This is an optimization exercise on Yosys and OpenROAD, whose aim is small area, a short achievable clock period and few clock cycles per item, not a production implementation. Only simulation tests tie the RTL to the original design; equivalence was not proved.

==> v12: inputs <==
==> flow/design.v (excerpt) <==
module window_clipped_box_coverage_core #(
  parameter int MAX_DIM   = wcbc_pkg::MAX_DIM_DEF,
  parameter int AREA_BITS = wcbc_pkg::AREA_BITS_DEF
) (
  input  logic                  clk,
  input  logic                  rst_n,
  input  logic                  in_valid,
  input  logic [77:0]           in_item,
  output logic                  in_stall,
  output logic                  out_valid,
  output logic [80:0]           out_item,
  input  logic                  out_stall,
  input  logic                  cfg_psel,
  input  logic                  cfg_penable,
  input  logic                  cfg_pwrite,
  input  logic [wcbc_pkg::CFG_ADDR_W-1:0] cfg_paddr,
  input  logic [wcbc_pkg::CFG_DATA_W-1:0] cfg_pwdata,
  output logic [wcbc_pkg::CFG_DATA_W-1:0] cfg_prdata,
  output logic                  cfg_pready
);
  logic [16:0] ra_r, athr_r;
  logic [15:0] cthr_r;
  logic        cfg_wr;
  assign cfg_pready = 1'b1;
  assign cfg_wr     = cfg_psel & cfg_penable & cfg_pwrite;
  always_ff @(posedge clk) begin
    if (!rst_n) begin
      ra_r   <= 17'h10000;
      athr_r <= 17'h08000;
      cthr_r <= 16'd10;
  ...
Settings: LEC_CHECK=0, CAP_MARGIN=20, CORE_MARGIN=2, CORE_UTILIZATION=40, CTS_CLUSTER_DIAMETER=80, CTS_CLUSTER_SIZE=24, SETUP_SLACK_MARGIN=5, SLEW_MARGIN=20; clock period 10.0 ns.
standard.sh (not shown) runs the stock make flow with config.mk's settings and CLKGATE_MAP_FILE= SYNTH_SCRIPT=/design/flow/synth_recipe.tcl, a recipe that flattens the netlist after the stock synthesis.
==> flow/flow/run.sh <==
#!/bin/bash
# The standard layout with two sizing changes: every port still gets a
# buffer, but a plain buf_1 (the default choice is a larger, slow delay buffer;
# repair resizes it where timing needs), and resizing is not restricted to equal
# cell footprints. Full make output goes to standard.log.
set -euo pipefail
bash standard.sh MATCH_CELL_FOOTPRINT=0 "BUFFER_PORTS_ARGS=-buffer_cell sky130_fd_sc_hd__buf_1" finish > standard.log 2>&1
==> v14: changes against v12 <==
--- a/flow/design.v
+++ b/flow/design.v
@@ -60,49 +60,12 @@
   } q_stat_t;
 endpackage
 `timescale 1ns / 1ps
 `timescale 1ns / 1ps
 `timescale 1ns / 1ps
 `timescale 1ns / 1ps
-module wcbc_bk_add #(
-  parameter int N = 32
-) (
-  input  logic [N-1:0] a,
-  input  logic [N-1:0] b,
-  input  logic         cin,
-  output logic [N-1:0] s,
-  output logic         cout
-);
-  logic [N-1:0] g0, p0;
-  logic [N:0]   c;
-  assign g0 = a & b;
-  assign p0 = a ^ b;
-  always_comb begin
-    logic [N-1:0] gx, px;
-    gx = {g0[N-1:1], g0[0] | (p0[0] & cin)};
-    px = p0;
-    for (int d = 1; d < N; d = d * 2) begin
-      for (int k = 2 * d - 1; k < N; k = k + 2 * d) begin
-        gx[k] = gx[k] | (px[k] & gx[k-d]);
-        px[k] = px[k] & px[k-d];
-      end
-    end
-    for (int d = (1 << ($clog2(N) - 1)); d >= 1; d = d / 2) begin
-      for (int k = 3 * d - 1; k < N; k = k + 2 * d) begin
-        gx[k] = gx[k] | (px[k] & gx[k-d]);
-        px[k] = px[k] & px[k-d];
-      end
-    end
-    c[0] = cin;
-    for (int k = 0; k < N; k++) begin
-      c[k+1] = gx[k];
-    end
-  end
-  assign s    = p0 ^ c[N-1:0];
-  assign cout = c[N];
-endmodule
 `timescale 1ns / 1ps
 module window_clipped_box_coverage_core #(
   parameter int MAX_DIM   = wcbc_pkg::MAX_DIM_DEF,
   parameter int AREA_BITS = wcbc_pkg::AREA_BITS_DEF
 ) (
   input  logic                  clk,
@@ -179,19 +142,17 @@
   logic [30:0] acc_r;         
   logic [3:0]  acnt_r;
   logic        a_busy_r;
   typedef enum logic [1:0] {D_IDLE = 2'd0, D_WAIT = 2'd1, D_RUN = 2'd2} dst_t;
   dst_t        dst_r;
   logic [24:0] den_r, rem_r;
-  logic [26:0] den3_r;        
   logic [23:0] qx_r;
   logic [3:0]  dcnt_r;
   logic [39:0] so_r;
   logic [15:0] co_r;
   logic        out_valid_r;
-  logic        fs_s_r, fs_c_r, fs_z_r;    
   logic r_hold, beg_block, end_block;
   assign r_hold    = r_beg_r & (bph_r != 2'd2);
   assign beg_block = a_busy_r & (acnt_r < 4'd12);
   assign end_block = (dst_r != D_IDLE) | (out_valid_r & out_stall) | r_end_r | d_end_r | p_end_r;
   assign in_stall  = r_hold | (is_beg & beg_block) | (is_end & end_block);
   assign take      = in_valid & ~in_stall;
@@ -209,24 +170,18 @@
       r_box_r <= take & is_box;
       r_beg_r <= take & is_beg;
       r_end_r <= take & is_end;
       bph_r   <= 2'd0;
     end
   end
-  logic r_swap;
-  assign r_swap = r_hold & ((bph_r == 2'd1) | ((bph_r == 2'd0) & ~d_hit_r));
   always_ff @(posedge clk) begin
-    if (r_swap) begin
-      rx1_r <= ry1_r;
-      ry1_r <= rx1_r;
-    end
-    rx0_r  <= bl;
-    ry0_r  <= bt;
-    rnzx_r <= |bw;
-    rnzy_r <= |bh;
     if (!r_hold) begin
+      rx0_r  <= bl;
+      ry0_r  <= bt;
+      rnzx_r <= |bw;
+      rnzy_r <= |bh;
       if (is_beg) begin
         rx1_r <= (iw > 13'd4096) ? 14'd4096 : {1'b0, iw};
         ry1_r <= (ih > 13'd4096) ? 14'd4096 : {1'b0, ih};
       end else begin
         rx1_r <= {2'b00, bl} + {1'b0, bw};
         ry1_r <= {2'b00, bt} + {1'b0, bh};
@@ -260,13 +215,13 @@
   end
   always_ff @(posedge clk) begin
     dx_r <= ex[12:0];
     dy_r <= ey[12:0];
   end
   logic        sel_beg;
-  logic [16:0] ma;
+  logic [15:0] ma;
   logic [12:0] mb;
   logic        p_bw_r, p_bh_r;    
   logic [28:0] ps_r, pc_r;
   logic sel_beg_r;
   always_ff @(posedge clk) begin
     if (!rst_n) begin
@@ -275,14 +230,14 @@
       sel_beg_r <= (bph_r == 2'd0);
     end else begin
       sel_beg_r <= take & is_beg & ~(r_box_r & hx & hy);
     end
   end
   assign sel_beg = sel_beg_r;
-  assign ma      = sel_beg ? (ra_r[16] ? 17'h10000 : ra_r) : {4'd0, dy_r};
-  assign mb      = sel_beg ? rx1_r[12:0] : dx_r;
+  assign ma      = sel_beg ? (ra_r[16] ? 16'd0 : ra_r[15:0]) : {3'd0, dy_r};
+  assign mb      = sel_beg ? (bph_r[0] ? ry1_r[12:0] : rx1_r[12:0]) : dx_r;
   function automatic logic [28:0] csa_s(input logic [28:0] x, input logic [28:0] y, input logic [28:0] z);
     csa_s = x ^ y ^ z;
   endfunction
   function automatic logic [28:0] csa_c(input logic [28:0] x, input logic [28:0] y, input logic [28:0] z);
     csa_c = {((x[27:0] & y[27:0]) | (x[27:0] & z[27:0]) | (y[27:0] & z[27:0])), 1'b0};
   endfunction
@@ -326,73 +281,34 @@
     end else begin
       p_bw_r <= sel_beg & ~bph_r[0];
       p_bh_r <= sel_beg & bph_r[0];
     end
   end
   logic [40:0] xs;
-  logic [39:0] s_full;
-  logic        sov_r;
-  assign xs     = {1'b0, (p_bw_r ? 40'd0 : s_r)} + {12'd0, ps_r} + {12'd0, pc_r};
-  assign s_full = s_r | {40{sov_r}};
+  assign xs = {1'b0, (p_bw_r ? 40'd0 : s_r)} + {12'd0, ps_r} + {12'd0, pc_r};
   logic [12:0] wv;
-  logic [15:0] pz, cg, cp;
-  logic        c16, nz16;
-  logic [13:0] hs, hc, ls, lc, lmaj, nps, npc;
-  logic [14:0] hi_x, lo_x;
+  logic [28:0] wp;
   logic [13:0] lo_t, hi_t;
-  assign wv = ry1_r[12:0];
-  assign cg = ps_r[15:0] & pc_r[15:0];
-  assign cp = ps_r[15:0] | pc_r[15:0];
-  always_comb begin
-    logic [7:0] g1, p1;
-    logic [3:0] g2, p2;
-    logic [1:0] g3, p3;
-    for (int i = 0; i < 8; i++) begin
-      g1[i] = cg[2*i+1] | (cp[2*i+1] & cg[2*i]);
-      p1[i] = cp[2*i+1] & cp[2*i];
-    end
-    for (int i = 0; i < 4; i++) begin
-      g2[i] = g1[2*i+1] | (p1[2*i+1] & g1[2*i]);
-      p2[i] = p1[2*i+1] & p1[2*i];
-    end
-    for (int i = 0; i < 2; i++) begin
-      g3[i] = g2[2*i+1] | (p2[2*i+1] & g2[2*i]);
-      p3[i] = p2[2*i+1] & p2[2*i];
-    end
-    c16 = g3[1] | (p3[1] & g3[0]);
-  end
-  assign pz   = (ps_r[15:0] ^ pc_r[15:0]) ^ {(ps_r[14:0] | pc_r[14:0]), 1'b0};
-  assign nz16 = |pz;
-  assign hs   = {1'b0, wv} ^ {1'b0, ps_r[28:16]} ^ {1'b0, pc_r[28:16]};
-  assign hc   = {(wv & ps_r[28:16]) | (wv & pc_r[28:16]) | (ps_r[28:16] & pc_r[28:16]), 1'b0};
-  assign hi_x = {hs, 1'b1} + {hc, c16};
-  assign hi_t = hi_x[14:1];
-  assign nps  = ~{1'b0, ps_r[28:16]};
-  assign npc  = ~{1'b0, pc_r[28:16]};
-  assign ls   = {1'b0, wv} ^ nps ^ npc;
-  assign lmaj = ({1'b0, wv} & nps) | ({1'b0, wv} & npc) | (nps & npc);
-  assign lc   = {lmaj[12:0], ~c16};
-  assign lo_x = {ls, 1'b1} + {lc, ~nz16};
-  assign lo_t = lo_x[14:1];
+  assign wv   = p_bh_r ? ry1_r[12:0] : rx1_r[12:0];
+  assign wp   = {xs[28:16] | (ra_r[16] ? wv : 13'd0), xs[15:0]};
+  assign lo_t = {1'b0, wv} - {1'b0, wp[28:16]} - {13'd0, |wp[15:0]};
+  assign hi_t = {1'b0, wv} + {1'b0, wp[28:16]};
   always_ff @(posedge clk) begin
     if (!rst_n) begin
-      s_r   <= '0;
-      sov_r <= 1'b0;
-      c_r   <= '0;
-      wl_r  <= '0;
-      wr_r  <= '0;
-      wt_r  <= '0;
-      wb_r  <= '0;
+      s_r  <= '0;
+      c_r  <= '0;
+      wl_r <= '0;
+      wr_r <= '0;
+      wt_r <= '0;
+      wb_r <= '0;
     end else begin
       if (p_bw_r) begin
-        s_r   <= '0;
-        sov_r <= 1'b0;
-        c_r   <= '0;
+        s_r <= '0;
+        c_r <= '0;
       end else if (p_hit_r) begin
-        s_r   <= xs[39:0];
-        sov_r <= sov_r | xs[40];
+        s_r <= xs[40] ? {40{1'b1}} : xs[39:0];
         if (c_r != 16'hFFFF) begin
           c_r <= c_r + 16'd1;
         end
       end
       if (p_bw_r) begin
         wl_r <= lo_t[12:1];
@@ -432,36 +348,35 @@
         a_busy_r <= 1'b0;
       end
     end
   end
   always_ff @(posedge clk) begin
     if (p_bw_r) begin
-      mc_r <= xs[28:0];
+      mc_r <= wp;
     end
     if (a_start) begin
-      mp_r    <= xs[28:0];
+      mp_r    <= wp;
       mlast_r <= 1'b0;
-    end else begin
+    end else if (a_busy_r) begin
       mp_r    <= {2'b00, mp_r[28:2]};
       mlast_r <= mp_r[1];
     end
   end
   logic        sat;
-  logic [26:0] tq;
-  logic [27:0] e1, e2, e3;
-  logic        g1, g2, g3;
-  logic [24:0] r2;
+  logic [25:0] t1, d1, t2, d2;
+  logic [24:0] r1, r2;
+  logic        g1, g2;
   assign sat = (|so_r[39:33]) | (rem_r >= den_r);
-  assign tq  = {rem_r, qx_r[23:22]};
-  assign e1  = {1'b0, tq} - {3'b000, den_r};
-  assign e2  = {1'b0, tq} - {2'b00, den_r, 1'b0};
-  assign e3  = {1'b0, tq} - {1'b0, den3_r};
-  assign g1  = ~e1[27];
-  assign g2  = ~e2[27];
-  assign g3  = ~e3[27];
-  assign r2  = g3 ? e3[24:0] : (g2 ? e2[24:0] : (g1 ? e1[24:0] : tq[24:0]));
+  assign t1  = {rem_r, qx_r[23]};
+  assign d1  = t1 - {1'b0, den_r};
+  assign g1  = ~d1[25];
+  assign r1  = g1 ? d1[24:0] : t1[24:0];
+  assign t2  = {r1, qx_r[22]};
+  assign d2  = t2 - {1'b0, den_r};
+  assign g2  = ~d2[25];
+  assign r2  = g2 ? d2[24:0] : t2[24:0];
   always_ff @(posedge clk) begin
     if (!rst_n) begin
       dst_r       <= D_IDLE;
       out_valid_r <= 1'b0;
     end else begin
       if (out_valid_r & ~out_stall) begin
@@ -479,35 +394,31 @@
         default: dst_r <= D_IDLE;
       endcase
     end
   end
   always_ff @(posedge clk) begin
     if (p_end_r) begin
-      so_r   <= s_full;
+      so_r   <= s_r;
       co_r   <= c_r;
-      fs_s_r <= |s_full;
-      fs_c_r <= c_r > cthr_r;
-      rem_r  <= s_full[32:8];
-      qx_r   <= {s_full[7:0], 16'd0};
+      rem_r  <= s_r[32:8];
+      qx_r   <= {s_r[7:0], 16'd0};
       dcnt_r <= '0;
     end else if (dst_r == D_RUN) begin
-      rem_r <= r2;
       if ((dcnt_r == 4'd0) & sat) begin
         qx_r <= {24{1'b1}};
       end else begin
-        qx_r <= {qx_r[21:0], g2, g3 | (g1 & ~g2)};
+        rem_r <= r2;
+        qx_r  <= {qx_r[21:0], g1, g2};
       end
       dcnt_r <= dcnt_r + 4'd1;
     end
     if ((p_end_r | (dst_r == D_WAIT)) & ~a_busy_r) begin
-      den_r  <= acc_r[26:2];
-      den3_r <= {2'b00, acc_r[26:2]} + {1'b0, acc_r[26:2], 1'b0};
-      fs_z_r <= ~|acc_r[26:2];
+      den_r <= acc_r[26:2];
     end
   end
   logic fs_area, fs;
-  assign fs_area = fs_z_r ? fs_s_r
+  assign fs_area = (den_r == 25'd0) ? (|so_r)
                  : ((qx_r > {7'd0, athr_r}) | ((qx_r == {7'd0, athr_r}) & (|rem_r)));
-  assign fs      = fs_area & fs_c_r;
+  assign fs      = fs_area & (co_r > cthr_r);
   assign out_valid = out_valid_r;
   assign out_item  = {fs, co_r, so_r, qx_r};
 endmodule
==> flow/run.sh (new file) <==
#!/bin/bash
# synth_recipe.tcl (not shown) runs the flow's synth.tcl, then flattens the netlist and writes it again
# the make line also repeats each setting of config.mk as NAME=value (left out here)
make -C /OpenROAD-flow-scripts/flow DESIGN_CONFIG=/design/flow/config.mk WORK_HOME=/design/flow/orfs CLKGATE_MAP_FILE= SYNTH_SCRIPT=/design/flow/synth_recipe.tcl finish
--- a/flow/config.mk
+++ b/flow/config.mk
@@ -5,10 +5,8 @@
 export SDC_FILE = /design/flow/constraint.sdc
 export NUM_CORES = 4
 export LEC_CHECK = 0
 export CAP_MARGIN = 20
 export CORE_MARGIN = 2
 export CORE_UTILIZATION = 40
-export CTS_CLUSTER_DIAMETER = 80
-export CTS_CLUSTER_SIZE = 24
 export SETUP_SLACK_MARGIN = 5
 export SLEW_MARGIN = 20
removed: flow/flow/run.sh
removed: flow/standard.sh
==> results.cfg <==
[placement]
gp_congestion = 0.921
dp_hpwl_um = 90000

[min_path]
hold_depth = 0

[clocking]
cts_made_buffers = 61
insertion_delay_ps = 670

[final_layout]
multiInputGateArea_mm2 = 0.0263
nets = 5307
final_common_cell = nor2_1
buffers = 400

[pwr]
powerDensity_mw_per_mm2 = 329
switching_power_w = 0.00725

[run_status]
outcome = no timing/DRC/antenna violations

[synthesis]
yosys.area.top_type_share = 0.173
-- figures above: v14

==> results.cfg <==
[pwr]
switching_power_w = 0.00613
powerDensity_mw_per_mm2 = 272

[clocking]
cts_made_buffers = 37
insertion_delay_ps = 620

[global_route]
grt_pass1_wl_um = 204000

[final_layout]
nets = 5744
buffers = 251

[routing]
drt_iter0_markers = 3020
wl_met1_um = 61100

[synthesis]
synthTopCellsByArea = dfxtp_1 (16%), ha_1 (14%), edfxtp_1 (14%)
yosys.area.top_type_share = 0.165

[placement]
dp_hpwl_um = 109000
gp_congestion = 0.960

[run_status]
outcome = no timing/DRC/antenna violations
-- figures above: v12

Testbench counts of v12, summed over its fixed seeds: cycles 12,854, items 10,966.
Testbench counts of v14, summed over its fixed seeds: cycles 12,854, items 10,966.

-- what the ideal ports hide --
The flow's constraints put no driver on any port. The routed layouts listed below were extracted and timed again, unchanged, in two steps. Step 1 sets driving cells, clkbuf_16 on the clock port and buf_2 on the other inputs (assumed; they add their load-dependent delay and slew). Step 2 adds t to the input delays and takes it off the output delays; t is the mean of the earliest and latest rising clock arrival at the registers after step 1. Input paths then give back, and output paths get back, about the clock's delay inside the block. Three values: ideal, step 1, step 2; two values: the first two.
run | t (ns) | setup slack, ns | hold slack, ns | latest minus earliest clock arrival (ns)
v12 | 0.685 | 5.024 / 5.000 / 5.000 | 0.427 / 0.427 / 0.427 | 0.050 / 0.050
v14 | 0.703 | 4.351 / 4.351 / 4.351 | 0.461 / 0.461 / 0.461 | 0.072 / 0.072
After both steps every run listed still meets setup and hold. The setup slack of v12, which loses most, moves by -0.024 ns with the drivers and by -0.024 ns with both steps.
